This design comes from an exercise in tuning for small area on the open sky130 flow, not from production work.
RTL that was checked went through simulation tests only; none was proved equivalent to the original.
No activity file was given, so power comes from the tool's default toggle rates.

==> flow/design.v (excerpt) <==
module bmd_mem_access (
    input  logic        clk,
    input  logic        rst_n,
    input  logic        wr_valid_i,
    input  logic [6:0]  wr_addr_i,
    input  logic [3:0]  wr_be_i,
    input  logic [31:0] wr_data_i,
    output logic        wr_credit_o,
    input  logic [6:0]  rd_addr_i,
    input  logic [3:0]  rd_be_i,
    output logic [31:0] rd_data_o,
    input  logic        mwr_done_i,
    input  logic        mrd_done_i,
    output logic        init_rst_o,
    output logic        mwr_start_o,
    output logic [31:0] mwr_addr_o,
    output logic [31:0] mwr_len_o,
    output logic [31:0] mwr_count_o,
    output logic [31:0] mwr_data_o,
    output logic        mrd_start_o,
    output logic [31:0] mrd_addr_o,
    output logic [31:0] mrd_len_o,
    output logic [31:0] mrd_count_o
);
Settings: LEC_CHECK=0, CAP_MARGIN=0, CORE_MARGIN=2, CORE_UTILIZATION=40, SLEW_MARGIN=0, SYNTH_HIERARCHICAL=1, SYNTH_MINIMUM_KEEP_SIZE=0; clock period 7.0 ns.
standard.sh (not shown) runs the stock make flow with config.mk's settings and CLKGATE_MAP_FILE= SYNTH_SCRIPT=/design/flow/synth_recipe.tcl, a recipe that flattens the netlist after the stock synthesis.
==> flow/flow/run.sh <==
#!/bin/bash
# The standard layout (standard.sh, unchanged synthesis) with two changes:
#  - the ports get the smallest buffer, sky130_fd_sc_hd__buf_1, instead of the one
#    buffer_ports picks by default;
#  - the clock tree uses clkbuf_4 in small clusters and no dummy loads.
# All tool output goes to standard.log here; ORFS keeps its per-step logs in orfs/logs.
set -euo pipefail
export BUFFER_PORTS_ARGS="-buffer_cell sky130_fd_sc_hd__buf_1"
export CTS_ARGS="-sink_clustering_enable -repair_clock_nets -dont_use_dummy_load -buf_list sky130_fd_sc_hd__clkbuf_4 -sink_clustering_size 10 -sink_clustering_max_diameter 50"
bash standard.sh > standard.log 2>&1
Change:
==> flow/flow/run.sh (replaced) <==
#!/bin/bash
# The standard layout (standard.sh, unchanged synthesis) with two changes:
#  - the ports get the smallest buffer, sky130_fd_sc_hd__buf_1, instead of the one
#    buffer_ports picks by default;
#  - the clock tree uses clkbuf_4 in small clusters (at most 11 sinks within 60 um) and no dummy loads.
# All tool output goes to standard.log here; ORFS keeps its per-step logs in orfs/logs.
set -euo pipefail
export BUFFER_PORTS_ARGS="-buffer_cell sky130_fd_sc_hd__buf_1"
export CTS_ARGS="-sink_clustering_enable -repair_clock_nets -dont_use_dummy_load -buf_list sky130_fd_sc_hd__clkbuf_4 -sink_clustering_size 11 -sink_clustering_max_diameter 60"
bash standard.sh > standard.log 2>&1
Settings changed: CORE_UTILIZATION 40 to 50.
Total power drops by a few percent.
Count of clock-buffer cells in the layout fell by 6.
Die area goes down by about a fifth.
Register-to-register slack gets better by 0.12 ns.
Worst setup slack is better by 0.0095 ns.
Routed wire length fell by a few percent.
Design area drops slightly.
Via count went up slightly.

========
## run A
Starting RTL as in the previous note.
==> flow/design.v (excerpt) <==
module bmd_mem_access (
    input  logic        clk,
    input  logic        rst_n,
    input  logic        wr_valid_i,
    input  logic [6:0]  wr_addr_i,
    input  logic [3:0]  wr_be_i,
    input  logic [31:0] wr_data_i,
    output logic        wr_credit_o,
    input  logic [6:0]  rd_addr_i,
    input  logic [3:0]  rd_be_i,
    output logic [31:0] rd_data_o,
    input  logic        mwr_done_i,
    input  logic        mrd_done_i,
    output logic        init_rst_o,
    output logic        mwr_start_o,
    output logic [31:0] mwr_addr_o,
    output logic [31:0] mwr_len_o,
    output logic [31:0] mwr_count_o,
    output logic [31:0] mwr_data_o,
    output logic        mrd_start_o,
    output logic [31:0] mrd_addr_o,
    output logic [31:0] mrd_len_o,
    output logic [31:0] mrd_count_o
);
    logic ph0_q, ph1_q;
    logic two_q;         
    always_ff @(posedge clk) begin
        if (!rst_n) begin
            ph0_q <= 1'b0;
            ph1_q <= 1'b0;
            two_q <= 1'b0;
        end else begin
            ph0_q <= ph1_q ? (!ph0_q && (two_q || wr_valid_i)) : (ph0_q || wr_valid_i);
            ph1_q <= ph0_q;
            two_q <= ph0_q && (two_q || wr_valid_i);
        end
    end
    logic fetch, commit;
    assign fetch       = ph0_q && !ph1_q;
    assign commit      = ph1_q && !ph0_q;
    assign wr_credit_o = commit;
    logic       addr_hi;
    logic [3:0] in_code;
    logic [31:0] in_data;    
    assign addr_hi = |wr_addr_i[6:4];
    assign in_code = {wr_addr_i[3] | addr_hi, wr_addr_i[2:1], wr_addr_i[0] | addr_hi};
    assign in_data = {wr_data_i[7:0], wr_data_i[15:8], wr_data_i[23:16], wr_data_i[31:24]};
    logic [3:0]  a_code, b_code;
    logic [3:0]  a_be,   b_be;
    logic [31:0] a_data, b_data;
    always_ff @(posedge clk) begin
        if (wr_valid_i) begin
            b_code <= in_code;
            b_be   <= wr_be_i;
            b_data <= in_data;
        end
        if (fetch) begin
            a_code <= b_code;
            a_be   <= b_be;
            a_data <= b_data;
        end
    end
    logic hit_dcsr, hit_ddmacr;
    assign hit_dcsr   = commit && (a_code == 4'd0);
  ...
clock: 7.0 ns
lec_check: 0
cap_margin: 0
core_margin: 2
core_utilization: 50
slew_margin: 0
synth_hierarchical: 1
synth_minimum_keep_size: 0
==> flow/flow/run.sh <==
#!/bin/bash
# The standard layout (standard.sh, unchanged synthesis) with two changes:
#  - the ports get the smallest buffer, sky130_fd_sc_hd__buf_1, instead of the one
#    buffer_ports picks by default;
#  - the clock tree uses clkbuf_4 in small clusters and no dummy loads.
# All tool output goes to standard.log here; ORFS keeps its per-step logs in orfs/logs.
set -euo pipefail
export BUFFER_PORTS_ARGS="-buffer_cell sky130_fd_sc_hd__buf_1"
export CTS_ARGS="-sink_clustering_enable -repair_clock_nets -dont_use_dummy_load -buf_list sky130_fd_sc_hd__clkbuf_4 -sink_clustering_size 10 -sink_clustering_max_diameter 50"
bash standard.sh > standard.log 2>&1
Run A closes out successfully: all stages finished, all timing, DRC and antenna checks passed.
### run A -> run B
# run A
export LEC_CHECK = 0
export CAP_MARGIN = 0
export CORE_MARGIN = 2
export CORE_UTILIZATION = 50
export SLEW_MARGIN = 0
export SYNTH_HIERARCHICAL = 1
export SYNTH_MINIMUM_KEEP_SIZE = 0
create_clock -name core_clock -period 7.0 [get_ports {clk}]
# run B
export LEC_CHECK = 0
export CAP_MARGIN = 0
export CORE_MARGIN = 2
export CORE_UTILIZATION = 55
export GPL_TIMING_DRIVEN = 0
export SLEW_MARGIN = 0
export SYNTH_HIERARCHICAL = 1
export SYNTH_MINIMUM_KEEP_SIZE = 0
create_clock -name core_clock -period 7.0 [get_ports {clk}]
--- outcome ---
Diff run A -> run B: final setup slack of the worst path lost 0.48 ns, cell area went up 2.6%, via count climbed about 1.5%, sum of internal, switching and leakage power rose by about 0.4%, die footprint -about 9%. Relative slew slack: run B vs run A down 13 points.
Here is what was changed in the inputs of run C compared with run B.
# run B
export LEC_CHECK = 0
export CAP_MARGIN = 0
export CORE_MARGIN = 2
export CORE_UTILIZATION = 55
export GPL_TIMING_DRIVEN = 0
export SLEW_MARGIN = 0
export SYNTH_HIERARCHICAL = 1
export SYNTH_MINIMUM_KEEP_SIZE = 0
create_clock -name core_clock -period 7.0 [get_ports {clk}]
# run C
export LEC_CHECK = 0
export CAP_MARGIN = 0
export CORE_MARGIN = 2
export CORE_UTILIZATION = 50
export SLEW_MARGIN = 0
export SYNTH_HIERARCHICAL = 1
export SYNTH_MINIMUM_KEEP_SIZE = 0
create_clock -name core_clock -period 7.0 [get_ports {clk}]
diff --git a/flow/flow/run.sh b/flow/flow/run.sh
--- a/flow/flow/run.sh
+++ b/flow/flow/run.sh
@@ -8,3 +8,3 @@
 export BUFFER_PORTS_ARGS="-buffer_cell sky130_fd_sc_hd__buf_1"
-export CTS_ARGS="-sink_clustering_enable -repair_clock_nets -dont_use_dummy_load -buf_list sky130_fd_sc_hd__clkbuf_4 -sink_clustering_size 10 -sink_clustering_max_diameter 50"
+export CTS_ARGS="-sink_clustering_enable -repair_clock_nets -dont_use_dummy_load -buf_list sky130_fd_sc_hd__clkbuf_4 -sink_clustering_size 11 -sink_clustering_max_diameter 60"
 bash standard.sh > standard.log 2>&1
==> comparison <==
Net switching power in run C is 16 uW below run B.
met3 wire length was higher in the run labelled run B.
Going from run B to run C, number of buffers outside the clock class in the layout shrinks by 38.
Compared with run B, in run C placed instance area now smaller; critical path depth moved down.
Power: run C and run B compared, lower one is run C
Hold path depth of run C is on par with run B.
Cmp run C and run B / clock-buffer cell count / lower: run C
Compared with run B, run C shows a worst hold slack across all endpoints that is 0.028 ns higher.

========
bmd_mem_access, a different RTL version from the one above (not shown whole).
Size: roughly 680 cells after synthesis, roughly 310 flip-flops, ~320 I/O pins, about 12,000 sq um of cells after synthesis.
==> flow/design.v (excerpt) <==
module bmd_mem_access (
    input  logic        clk,
    input  logic        rst_n,
    input  logic        wr_valid_i,
    input  logic [6:0]  wr_addr_i,
    input  logic [3:0]  wr_be_i,
    input  logic [31:0] wr_data_i,
    output logic        wr_credit_o,
    input  logic [6:0]  rd_addr_i,
    input  logic [3:0]  rd_be_i,
    output logic [31:0] rd_data_o,
    input  logic        mwr_done_i,
    input  logic        mrd_done_i,
    output logic        init_rst_o,
    output logic        mwr_start_o,
    output logic [31:0] mwr_addr_o,
    output logic [31:0] mwr_len_o,
    output logic [31:0] mwr_count_o,
    output logic [31:0] mwr_data_o,
    output logic        mrd_start_o,
    output logic [31:0] mrd_addr_o,
    output logic [31:0] mrd_len_o,
    output logic [31:0] mrd_count_o
);
Settings: LEC_CHECK=0, CAP_MARGIN=20, CORE_MARGIN=2, CORE_UTILIZATION=40, SLEW_MARGIN=20; clock period 7.0 ns.
==> flow/flow/run.sh <==
#!/bin/bash
# Standard layout with the smallest buffer on the ports and no CTS dummy loads
set -euo pipefail
export BUFFER_PORTS_ARGS="-buffer_cell sky130_fd_sc_hd__buf_1"
export CTS_ARGS="-sink_clustering_enable -repair_clock_nets -dont_use_dummy_load"
bash standard.sh > standard.log 2>&1
The starting point completed with no timing, DRC or antenna violations.
Rerun with:
==> flow/flow/run.sh (replaced) <==
#!/bin/bash
# Standard layout with the smallest buffer on the ports
set -euo pipefail
export BUFFER_PORTS_ARGS="-buffer_cell sky130_fd_sc_hd__buf_1"
bash standard.sh > standard.log 2>&1
What happened:
- cell area increases slightly
- global-route usage barely changes
- clock skew came out lower by 0.0040 ns
- non-clock buffer count stays the same
- register-to-register slack is about the same
- sequential power is about the same
- die area is unchanged
No functional check of the RTL was part of any run of this note.

==> what the ideal ports hide <==
No port has a modelled driver above. Below, the same layouts with a new extraction and two added sets of constraints.
Step 1: set_driving_cell puts a clkbuf_16 on clk and a buf_2 on each other input, an assumption about the parent block.
Step 2 times the ports against the registers' clock, not the clock port: input delays grow and output delays shrink by t, the midpoint of the rising clock arrivals with the driver on.
Slacks: no drivers / after step 1 / after step 2; pairs: no drivers / after step 1.
run | shift t [ns] | setup WS [ns] | worst setup path after step 2 | cell pins on the clock port's net
the first run of note 1 | 0.643 | 1.874 / 1.852 / 1.852 | input to output | 1
the second run of note 1 | 0.647 | 1.883 / 1.859 / 1.859 | input to output | 1
run A | 0.646 | 1.912 / 1.887 / 1.887 | input to output | 1
run B | 0.659 | 1.429 / 1.404 / 1.404 | input to output | 1
run C | 0.647 | 1.883 / 1.859 / 1.859 | input to output | 1
the first run of note 3 | 0.583 | 1.674 / 1.651 / 1.651 | input to output | 1
the second run of note 3 | 0.590 | 1.664 / 1.632 / 1.632 | input to output | 1
After both steps every run listed still meets setup and hold. For the second run of note 3, which loses most, drivers alone change the setup slack by -0.032 ns; drivers and shift together by -0.032 ns.
